From an optimization exercise on the open Yosys and OpenROAD flow, aimed at small area and a short achievable clock period; shortcuts taken in it are not production practice.
At most, simulation tests tie the RTL to the original design; equivalence was not proved.
Power and IR drop assume default switching activity.

before:
// param_stack
module param_stack #(
  parameter int DATA_W = stack_pkg::DATA_W_DEF,
  parameter int DEPTH  = stack_pkg::DEPTH_DEF,
  parameter int PTR_W  = 8
) (
  input  logic              clk,
  input  logic              rst,
  input  logic              push,
  input  logic              pop,
  input  logic              tos,
  input  logic              clr_err,
  input  logic [DATA_W-1:0] d_in,
  output logic [DATA_W-1:0] d_out,
  output logic              d_out_vld,
  output logic [PTR_W:0]    count,
  output logic              empty,
  output logic              full,
  output logic              overflow,
  output logic              underflow
);
export LEC_CHECK = 0
export ABC_AREA = 1
export CAP_MARGIN = 20
export CORE_MARGIN = 2
export CORE_UTILIZATION = 70
export CTS_CLUSTER_DIAMETER = 100
export CTS_CLUSTER_SIZE = 25
export SETUP_SLACK_MARGIN = 2.25
export SLEW_MARGIN = 20
create_clock -name core_clock -period 4.5 [get_ports {clk}]
run.sh (not shown) runs the stock make flow with config.mk's settings and CLKGATE_MAP_FILE= SYNTH_SCRIPT=/design/flow/synth_recipe.tcl, a recipe that flattens the netlist after the stock synthesis.
before closes out successfully: all stages finished, all timing, DRC and antenna checks passed.
--- input diff before..after ---
diff --git a/flow/config.mk b/flow/config.mk
--- a/flow/config.mk
+++ b/flow/config.mk
@@ -12,4 +12,5 @@
 export CTS_CLUSTER_DIAMETER = 100
 export CTS_CLUSTER_SIZE = 25
-export SETUP_SLACK_MARGIN = 2.25
+export PLACE_DENSITY = 0.85
+export SETUP_SLACK_MARGIN = 2.35
 export SLEW_MARGIN = 20
Notes after the runs:
after: flow completed, timing, DRC and antenna clean
For before, the worst setup path startpoint was hi_q[4], unlike after, where it was hi_q[5].
Worst clock skew delta for after relative to before: 4.6 ps lower
[after vs before] combinational fraction of design power: higher in after
On depth of the worst register-to-register path, the lower figure sits with before, not after.
Route | after vs before | wire longer in after
before → after: die area has remained practically unchanged; power share of the clock group has increased.

========
param_stack again, from the RTL that the note above started with.
==> flow/config.mk <==
export PLATFORM = sky130hd
export DESIGN_NAME = param_stack
export DESIGN_NICKNAME = param_stack
export VERILOG_FILES = /design/flow/design.v
export SDC_FILE = /design/flow/constraint.sdc
export NUM_CORES = 4
export LEC_CHECK = 0
export ABC_AREA = 1
export CAP_MARGIN = 20
export CORE_MARGIN = 2
export CORE_UTILIZATION = 75
export CTS_CLUSTER_DIAMETER = 100
export CTS_CLUSTER_SIZE = 25
export SETUP_SLACK_MARGIN = 2.35
export SLEW_MARGIN = 20
==> flow/constraint.sdc <==
create_clock -name core_clock -period 4.5 [get_ports {clk}]
set_input_delay 0.9000 -clock core_clock [delete_from_list [all_inputs] [get_ports {clk}]]
set_output_delay 0.9000 -clock core_clock [all_outputs]
set_load 0.01 [all_outputs]
The starting point completed with no timing, DRC or antenna violations.
Change:
--- a/flow/config.mk
+++ b/flow/config.mk
@@ -11 +11 @@
-export CORE_UTILIZATION = 75
+export CORE_UTILIZATION = 70
@@ -15,0 +16 @@
+export TNS_END_PERCENT = 5
The changed run produced a clean layout.
Combinational power goes down by about 4%.
Routed wire length shrinks by 17%.
Register-to-register slack gets better by 0.11 ns.
Clock skew is higher by 0.0067 ns.
Area after synthesis does not change.
Worst hold slack loses 0.036 ns.
Via count fell by 8.2%.
Die area rises by about 7%.
Worst setup slack gets better by 0.11 ns.
Power shrinks by about 1.9%.
Clock-buffer cell count does not change.
Change:
--- a/flow/config.mk
+++ b/flow/config.mk
@@ -12,2 +12,2 @@
-export CTS_CLUSTER_DIAMETER = 100
-export CTS_CLUSTER_SIZE = 25
+export CTS_CLUSTER_DIAMETER = 60
+export CTS_CLUSTER_SIZE = 35
@@ -16 +15,0 @@
-export TNS_END_PERCENT = 5
Effect: The new run produced a clean layout; first-iteration DRC count shrinks by about 1.9%; worst setup slack improves by 0.077 ns; clock power came out higher by about 20%; routed wire length went down by 2.0%.
Change:
--- a/flow/config.mk
+++ b/flow/config.mk
@@ -12,3 +12,3 @@
-export CTS_CLUSTER_DIAMETER = 60
-export CTS_CLUSTER_SIZE = 35
-export SETUP_SLACK_MARGIN = 2.35
+export CTS_CLUSTER_DIAMETER = 100
+export CTS_CLUSTER_SIZE = 25
+export SETUP_SLACK_MARGIN = 2.5
Effect: First-iteration DRC count climbs by 10%; global-route usage climbs by 1.3 points; die area is unchanged; wire length climbs by 5.9%.
Change:
--- a/flow/config.mk
+++ b/flow/config.mk
@@ -8 +7,0 @@
-export ABC_AREA = 1
@@ -14 +13 @@
-export SETUP_SLACK_MARGIN = 2.5
+export SETUP_SLACK_MARGIN = 2.35
Outcome: The changed run completed with no timing, DRC or antenna violations; power went down by a few percent; count of clock-buffer cells in the layout is unchanged; final area stays flat; register-to-register slack loses 0.13 ns; synthesized cell count went down by about a fifth; final cell count went down by about a fifth; die area hardly moves; non-clock buffer count went down by 3; utilization went down by 0.16 points; worst hold slack gains 0.011 ns.

========
quartz:
Starting RTL as in the previous note.
Settings: LEC_CHECK=0, ABC_AREA=1, CAP_MARGIN=20, CORE_MARGIN=2, CORE_UTILIZATION=70, CTS_CLUSTER_DIAMETER=60, CTS_CLUSTER_SIZE=25, SETUP_SLACK_MARGIN=2.35, SLEW_MARGIN=20; clock period 4.5 ns.
Edits applied to the flow inputs when going from quartz to raven:
- swapping 2.35 for 2.4 in SETUP_SLACK_MARGIN
- swapping 60 for 100 in CTS_CLUSTER_DIAMETER
## What came out
Final worst-path cycle share in raven is 0.44 points above quartz. Relative to quartz, combinational power has gone up in raven. flop to flop as the class of the most critical setup path was reported by quartz, and flop to primary output by raven. Post-cts resize count, raven and quartz: lower on quartz. On number of top-level pins, raven and quartz are basically level. Summary of raven over quartz: filler cell count dropped 228, worst-case setup margin in the final layout has decreased, final cell count neither gained nor lost much. As of raven, net switching power of the design had fallen by a few percent compared to quartz. [compare] base=quartz new=raven: cell area moved up, worst hold margin now sits higher.

========
== old ==
Starting RTL as in the previous note.
Design param_stack, start of the top module:
module param_stack #(
  parameter int DATA_W = stack_pkg::DATA_W_DEF,
  parameter int DEPTH  = stack_pkg::DEPTH_DEF,
  parameter int PTR_W  = 8
) (
  input  logic              clk,
  input  logic              rst,
  input  logic              push,
  input  logic              pop,
  input  logic              tos,
  input  logic              clr_err,
  input  logic [DATA_W-1:0] d_in,
  output logic [DATA_W-1:0] d_out,
  output logic              d_out_vld,
  output logic [PTR_W:0]    count,
  output logic              empty,
  output logic              full,
  output logic              overflow,
  output logic              underflow
);
clock: 4.5 ns
lec_check: 0
abc_area: 1
cap_margin: 20
core_margin: 2
core_utilization: 70
cts_cluster_diameter: 50
cts_cluster_size: 40
setup_slack_margin: 2.35
slew_margin: 20
The inputs of new differ from those of old as listed below.
Settings: swapping 50 for 100 in CTS_CLUSTER_DIAMETER; swapping 40 for 25 in CTS_CLUSTER_SIZE.
Findings:
- new finished every step from synthesis to the final layout, and the layout passed the timing, design-rule and antenna checks.
- new improves on old in cell leakage power.
- Compared with old, new shows cell area lower by 2000 sq um.
- new ended with less via count of the first global-routing pass than old.
- The run showing the greater non-clock buffer count is old.
- Of new and old, the run reporting the higher tightest slew margin relative to the limit was old.
- Compared to old, the routing of new uses less wire.
- Combinational share of power: new higher than old
- Going from old to new, starting DRC count in detailed routing shrank by a few percent.
- Sort new and old by quantity of gates resized following cts, ascending, and new comes first.

========
Another version of the RTL of param_stack (not shown whole).
Size: about 3500 cells after synthesis, roughly 2300 flip-flops, roughly 36 I/O pins, about 59000 sq um of cells after synthesis.
export LEC_CHECK = 0
export CAP_MARGIN = 20
export CORE_MARGIN = 2
export CORE_UTILIZATION = 70
export CTS_CLUSTER_DIAMETER = 50
export CTS_CLUSTER_SIZE = 30
export SETUP_SLACK_MARGIN = 2.35
export SLEW_MARGIN = 20
create_clock -name core_clock -period 4.5 [get_ports {clk}]
The first run finished with timing, DRC and antenna clean.
Edit:
Settings changed: CORE_UTILIZATION 70 to 80, CTS_CLUSTER_DIAMETER 50 to 100, CTS_CLUSTER_SIZE 30 to 25.
Outcome:
- With this change the flow failed in 4_1_cts
- synthesized cell count does not change
- synthesized area is unchanged
Edit:
Settings changed: ABC_CLOCK_PERIOD_IN_PS set to 2200, CORE_UTILIZATION 80 to 70.
Result:
- Now the flow finished with timing, DRC and antenna clean
- synthesized cell count does not change
- area after synthesis stays the same
Edit:
Settings changed: ABC_AREA set to 1, ABC_CLOCK_PERIOD_IN_PS 2200 to not set.
After rerunning: The new run passed the timing, design-rule and antenna checks. Sequential power went up by about 5%. First-iteration DRC count is higher by 27%. Clock skew went down by 0.024 ns. Global-route usage falls by 1.2 points. Cell count came out higher by 18%. Power is higher by 3.9%.

========
## job 101
Another version of the RTL of param_stack (not shown whole).
Size in the first run: roughly 3500 cells after synthesis, ~2300 flip-flops, ~36 I/O pins.
==> flow/config.mk <==
export PLATFORM = sky130hd
export DESIGN_NAME = param_stack
export DESIGN_NICKNAME = param_stack
export VERILOG_FILES = /design/flow/design.v
export SDC_FILE = /design/flow/constraint.sdc
export NUM_CORES = 4
export LEC_CHECK = 0
export CAP_MARGIN = 20
export CORE_MARGIN = 2
export CORE_UTILIZATION = 70
export CTS_BUF_LIST = sky130_fd_sc_hd__clkbuf_8 sky130_fd_sc_hd__clkbuf_4
export SETUP_SLACK_MARGIN = 2.3
export SLEW_MARGIN = 20
==> flow/constraint.sdc <==
create_clock -name core_clock -period 4.5 [get_ports {clk}]
set_input_delay 0.9000 -clock core_clock [delete_from_list [all_inputs] [get_ports {clk}]]
set_output_delay 0.9000 -clock core_clock [all_outputs]
set_load 0.01 [all_outputs]
Input changes introduced in job 102 (baseline for comparison: job 101):
- CTS_BUF_LIST no longer set, was sky130_fd_sc_hd__clkbuf_8 sky130_fd_sc_hd__clkbuf_4
Notes after the runs:
On critical path depth: job 102 sits below job 101. Between job 102 and job 101, the difference in count of multi-input combinational gates is negligible. Job 102 ended up with wb_en_q[1] as its launch point of the critical path; job 101 ended up with cnt_q[1]. As far as async set-or-reset flop fraction in the synthesized netlist goes, job 101 and job 102 are indistinguishable; the numbers are identical. The lower clock-buffer cell count came out of job 102. Routed length on met2 is higher on job 102.
Function was not checked in any run of this note: the RTL went through the layout flow alone.

port drivers added, routing unchanged:
No port has a modelled driver above. Below, the same layouts with a new extraction and two added sets of constraints.
Step 1, drivers: a clkbuf_16 drives clk and a buf_2 each remaining input, both assumed.
Step 2 times the ports against the registers' clock, not the clock port: input delays grow and output delays shrink by t, the midpoint of the rising clock arrivals with the driver on.
Slacks: ideal ports / drivers / drivers and shift; pairs: ideal ports / drivers.
run | t, ns | setup slack, ns | clock arrival spread, ns
before | 0.749 | 2.156 / 2.112 / 1.485 | 0.067 / 0.068
after | 0.768 | 2.166 / 2.166 / 1.582 | 0.076 / 0.076
the first run of note 2 | 0.782 | 2.090 / 2.090 / 1.640 | 0.070 / 0.070
the second run of note 2 | 0.756 | 2.199 / 2.172 / 1.513 | 0.073 / 0.072
the third run of note 2 | 0.762 | 2.276 / 2.243 / 1.635 | 0.037 / 0.037
the fourth run of note 2 | 0.739 | 2.277 / 2.213 / 1.665 | 0.054 / 0.054
the fifth run of note 2 | 0.758 | 2.160 / 2.160 / 1.650 | 0.045 / 0.045
quartz | 0.760 | 2.290 / 2.249 / 1.630 | 0.064 / 0.064
raven | 0.746 | 2.270 / 2.202 / 1.571 | 0.057 / 0.058
old | 0.791 | 2.311 / 2.243 / 1.600 | 0.066 / 0.066
new | 0.762 | 2.254 / 2.188 / 1.639 | 0.074 / 0.074
the first run of note 5 | 0.812 | 2.284 / 2.215 / 1.633 | 0.059 / 0.059
the third run of note 5 | 0.753 | 2.299 / 2.232 / 1.663 | 0.062 / 0.062
the fourth run of note 5 | 0.749 | 2.263 / 2.195 / 1.685 | 0.044 / 0.044
job 101 | 1.010 | 2.065 / 2.032 / 1.468 | 0.114 / 0.113
job 102 | 0.852 | 2.164 / 2.161 / 1.584 | 0.056 / 0.056
After both steps every run listed still meets setup and hold. For old, which loses most, drivers alone change the setup slack by -0.068 ns; drivers and shift together by -0.711 ns.
